Source: an optimization exercise on an open RTL-to-GDS flow (aim: small area). Production flows keep margins and buffers that such runs may drop.
Function was checked by simulation only, so behaviour that the tests miss may differ from the original.
Power figures rest on the tool's default switching activity, not on a simulated workload.

==> flow/design.v <==
`timescale 1ns/1ps
`default_nettype none
module game_top #(
    parameter logic [5:0] DEADLINE_START = 6'd15,
    parameter int         ITEM_SIZE      = 32
) (
    input  logic        posclk,
    input  logic        rst,
    input  logic        left,
    input  logic        right,
    input  logic        down,
    input  logic        up,
    input  logic        start,
    input  logic [2:0]  diff,
    output logic [10:0] block_x,
    output logic [9:0]  block_y,
    output logic [49:0] layer_top,
    output logic [43:0] item_x,
    output logic [39:0] item_y,
    output logic [3:0]  collected,
    output logic [5:0]  count,
    output logic        reminder1,
    output logic        reminder2,
    output logic        lose,
    output logic        win
);
    function automatic logic [10:0] add11(input logic [10:0] a, input logic [10:0] b,
                                          input logic ci);
        logic       c;
        logic [10:0] s;
        begin
            c = ci;
            for (int i = 0; i < 11; i++) begin
                s[i] = a[i] ^ b[i] ^ c;
                c    = (a[i] & b[i]) | (c & (a[i] ^ b[i]));
            end
            add11 = s;
        end
    endfunction
    function automatic logic [9:0] add10(input logic [9:0] a, input logic [9:0] b);
        logic [10:0] s;
        begin
            s     = add11({1'b0, a}, {1'b0, b}, 1'b0);
            add10 = s[9:0];
        end
    endfunction
    function automatic logic [4:0] add5(input logic [4:0] a, input logic [4:0] b);
        logic       c;
        logic [4:0] s;
        begin
            c = 1'b0;
            for (int i = 0; i < 5; i++) begin
                s[i] = a[i] ^ b[i] ^ c;
                c    = (a[i] & b[i]) | (c & (a[i] ^ b[i]));
            end
            add5 = s;
        end
    endfunction
    logic [10:0] bx;           
    logic [9:0]  by;
    logic [49:0] prev_top;
    logic [2:0]  spd;
    logic [2:0]  speed;
    logic [4:0]  wrap;         
    logic [4:0]  wrap_prev;    
    logic [54:0] bdist;        
    always_comb begin
        case (diff)
            3'b000:  speed = 3'd1;
            3'b001:  speed = 3'd2;
            3'b010:  speed = 3'd3;
            3'b100:  speed = 3'd4;
            default: speed = 3'd2;
        endcase
    end
    always_comb begin
        for (int i = 0; i < 5; i++) begin
            wrap_prev[i] = spd != 3'd0 && prev_top[10*i +: 10] >= 10'd765;
            bdist[11*i +: 11] = add11({1'b0, by}, ~{1'b0, prev_top[10*i +: 10]}, 1'b1);
            if (wrap_prev[i])
                layer_top[10*i +: 10] = 10'd10;
            else
                layer_top[10*i +: 10] = add10(prev_top[10*i +: 10], {7'd0, spd});
            wrap[i] = layer_top[10*i +: 10] >= 10'd765;
        end
    end
    always_ff @(posedge posclk) begin
        if (rst) begin
            prev_top <= {10'd830, 10'd660, 10'd500, 10'd320, 10'd150};
            spd      <= 3'd0;
        end else begin
            prev_top <= layer_top;
            spd      <= speed;
        end
    end
    logic [3:0] cnt;
    logic       dec;
    logic       tick;
    logic [4:0] cnt_dec;
    assign cnt_dec   = add5({1'b0, cnt}, {5{tick}});
    assign tick      = (wrap[1] | wrap[3]) & start & (cnt != 4'd0);
    assign count     = {2'b00, cnt};
    assign reminder1 = dec ? cnt <= 4'd9 : cnt <= 4'd10;
    assign reminder2 = dec ? cnt <= 4'd4 : cnt <= 4'd5;
    assign lose      = dec ? cnt == 4'd0 : cnt <= 4'd1;
    always_ff @(posedge posclk) begin
        if (rst) begin
            cnt <= DEADLINE_START[3:0];
            dec <= 1'b0;
        end else begin
            cnt <= cnt_dec[3:0];
            dec <= tick;
        end
    end
    logic [10:0] x_next;
    logic [10:0] x_sum;
    logic [10:0] x_step;
    logic [9:0]  y_next;
    logic [10:0] y_sum;
    logic [9:0]  y_step;
    logic        landed;
    logic        respawn;
    logic [10:0] d;
    logic [4:0]  c5;
    logic [4:0]  s5;
    logic [3:0]  land_s;
    logic [4:0]  land_k;
    logic        land_jump;
    logic        land_last;
    logic [4:0]  jump_ok;
    logic [4:0]  solid;
    assign block_x = bx;
    assign block_y = by;
    always_comb begin
        solid[0] = bx < 11'd300 || bx > 11'd418;
        solid[1] = bx < 11'd900 || bx > 11'd1168;
        solid[2] = bx < 11'd580 || bx > 11'd768;
        solid[3] = solid[0];
        solid[4] = solid[1];
        jump_ok[1] = bx > 11'd295 && bx < 11'd423;
        jump_ok[0] = bx > 11'd895 && bx < 11'd1173;
        jump_ok[3] = bx > 11'd575 && bx < 11'd773;
        jump_ok[2] = jump_ok[0];
        jump_ok[4] = jump_ok[1];
        c5        = 5'd5 - {2'b00, spd};
        landed    = 1'b0;
        land_s    = 4'd0;
        land_jump = 1'b0;
        land_last = 1'b0;
        for (int l = 0; l < 5; l++) begin
            d  = bdist[11*l +: 11];
            s5 = add5(d[4:0], c5);
            if (!landed && !wrap_prev[l] && d >= 11'd2011 && d <= 11'd2025
                && s5 <= 5'd10 && solid[l]) begin
                landed    = 1'b1;
                land_s    = s5[3:0];
                land_jump = jump_ok[l];
                land_last = (l == 4);
            end
        end
        respawn = by >= 10'd758;
        if (left && !right)
            x_step = 11'h7f7;                  
        else if (right && !left)
            x_step = 11'd9;
        else
            x_step = 11'd0;
        x_sum = add11(bx, x_step, 1'b0);
        if (respawn)
            x_next = 11'd700;
        else if (left && !right && bx < 11'd19)
            x_next = 11'd10;
        else if (right && !left && bx > 11'd1227)
            x_next = 11'd1236;
        else
            x_next = x_sum;
        land_k = 5'd5 - {1'b0, land_s};        
        if (landed && up && land_jump)
            y_step = 10'h338;                  
        else if (landed && up && land_last)
            y_step = 10'h3ba;                  
        else if (landed && up)
            y_step = 10'h39c;                  
        else if (landed)
            y_step = {{5{land_k[4]}}, land_k};
        else if (down)
            y_step = 10'd16;                   
        else
            y_step = 10'd7;                    
        y_sum = add11({1'b0, by}, {1'b0, y_step}, 1'b0);
        if (landed) begin
            if (up && ((land_jump && by < 10'd210) || (!land_jump && land_last && by < 10'd80)
                       || (!land_jump && !land_last && by < 10'd110)))
                y_next = 10'd10;
            else
                y_next = y_sum[9:0];
        end else if (respawn) begin
            y_next = 10'd10;
        end else if ((down && by == 10'd0) || (!down && by < 10'd10)) begin
            y_next = 10'd17;
        end else begin
            y_next = y_sum[9:0];
        end
    end
    always_ff @(posedge posclk) begin
        if (rst) begin
            bx <= 11'd140;
            by <= 10'd200;
        end else begin
            bx <= x_next;
            by <= y_next;
        end
    end
    logic [3:0]  coll;
    logic [3:0]  snap;
    logic [3:0]  hit;
    logic [3:0]  xwin;
    logic [39:0] ride;
    logic [43:0] ldist;
    logic [10:0] ld;
    logic        yhit;
    assign ride  = {prev_top[19:10], prev_top[49:40], prev_top[29:20], prev_top[9:0]};
    assign ldist = {bdist[21:11], bdist[54:44], bdist[32:22], bdist[10:0]};
    assign xwin[0] = bx > 11'd68  && bx < 11'd132;
    assign xwin[1] = bx > 11'd868 && bx < 11'd932;
    assign xwin[2] = bx > 11'd118 && bx < 11'd182;
    assign xwin[3] = bx > 11'd568 && bx < 11'd632;
    always_comb begin
        for (int i = 0; i < 4; i++) begin
            if (coll[i])
                item_y[10*i +: 10] = 10'd900;
            else if (snap[i])
                item_y[10*i +: 10] = 10'd10;
            else
                item_y[10*i +: 10] = add10(ride[10*i +: 10], 10'h3d8);    
            ld = ldist[11*i +: 11];
            if (snap[i])
                yhit = by < 10'd42;
            else if (ride[10*i +: 10] >= 10'd40)
                yhit = ld >= 11'd1977 && ld <= 11'd2039;
            else
                yhit = ld >= 11'd953 && ld <= 11'd1015;
            hit[i] = !coll[i] && xwin[i] && yhit;
        end
    end
    assign item_x[10:0]  = coll[0] ? 11'd900  : 11'd100;
    assign item_x[21:11] = coll[1] ? 11'd1100 : 11'd900;
    assign item_x[32:22] = coll[2] ? 11'd900  : 11'd150;
    assign item_x[43:33] = coll[3] ? 11'd1100 : 11'd600;
    assign collected = coll;
    assign win = &coll;
    always_ff @(posedge posclk) begin
        for (int i = 0; i < 4; i++) begin
            if (rst) begin
                coll[i] <= 1'b0;
                snap[i] <= 1'b0;
            end else begin
                coll[i] <= coll[i] | hit[i];
                snap[i] <= !snap[i] && (ride[10*i +: 10] < 10'd40 || ride[10*i +: 10] >= 10'd798);
            end
        end
    end
endmodule
`default_nettype wire
==> flow/config.mk <==
export PLATFORM = sky130hd
export DESIGN_NAME = game_top
export DESIGN_NICKNAME = game_top
export VERILOG_FILES = /design/flow/design.v
export SDC_FILE = /design/flow/constraint.sdc
export NUM_CORES = 4
export LEC_CHECK = 0
export CAP_MARGIN = 20
export CORE_MARGIN = 2
export CORE_UTILIZATION = 40
export SLEW_MARGIN = 20
==> flow/constraint.sdc <==
create_clock -name core_clock -period 10.0 [get_ports {posclk}]
set_input_delay 2.0000 -clock core_clock [delete_from_list [all_inputs] [get_ports {posclk}]]
set_output_delay 2.0000 -clock core_clock [all_outputs]
set_load 0.01 [all_outputs]
standard.sh (not shown) runs the stock make flow with config.mk's settings and CLKGATE_MAP_FILE= SYNTH_SCRIPT=/design/flow/synth_recipe.tcl, a recipe that flattens the netlist after the stock synthesis.
==> flow/flow/run.sh <==
#!/bin/bash
# Standard layout, but the port buffers use the smallest buffer cell.
set -euo pipefail
export BUFFER_PORTS_ARGS="-buffer_cell sky130_fd_sc_hd__buf_1"
bash standard.sh finish > standard_flow.log 2>&1
The first run passed the timing, design-rule and antenna checks.
Then changed:
==> flow/run.sh (new file) <==
#!/bin/bash
# synth_recipe.tcl (not shown) runs the flow's synth.tcl, then flattens the netlist and writes it again
# the make line also repeats each setting of config.mk as NAME=value (left out here)
make -C /OpenROAD-flow-scripts/flow DESIGN_CONFIG=/design/flow/config.mk WORK_HOME=/design/flow/orfs CLKGATE_MAP_FILE= SYNTH_SCRIPT=/design/flow/synth_recipe.tcl finish
removed: flow/flow/run.sh
removed: flow/standard.sh
After rerunning: The new run passed the timing, design-rule and antenna checks. Sequential share of layout area goes down by 1.5 points. Setup slack is worse by 0.0047 ns. Core utilization goes up by 4.2 points. Count of clock-buffer cells in the layout goes up by 2. Non-clock buffer count goes down by 1. Routed wire length goes up by 0.76%. Final area goes up by 9.3%. Sequential power is about the same. Hold slack is better by 0.0077 ns. Combinational power goes up by about 9%.

[port drivers added, routing unchanged]
The results above use ideal ports. As a check the final layouts listed here were re-extracted and re-timed, cells and wires unchanged.
Step 1, drivers: a clkbuf_16 drives posclk and a buf_2 each remaining input, both assumed.
Step 2, shift: input delay + t, output delay - t, t = (earliest + latest rising clock arrival at the registers) / 2. This alone moves slack from input paths to output paths.
Slacks: no drivers / after step 1 / after step 2; pairs: no drivers / after step 1.
| run | t, ns | slack for setup (ns) | slew at the worst register clock pin (ns) |
|---|---|---|---|
| the first run | 0.405 | 0.770 / 0.770 / 0.770 | 0.07 / 0.07 |
| the second run | 0.393 | 0.765 / 0.765 / 0.765 | 0.07 / 0.07 |
After both steps every run listed still meets setup and hold.
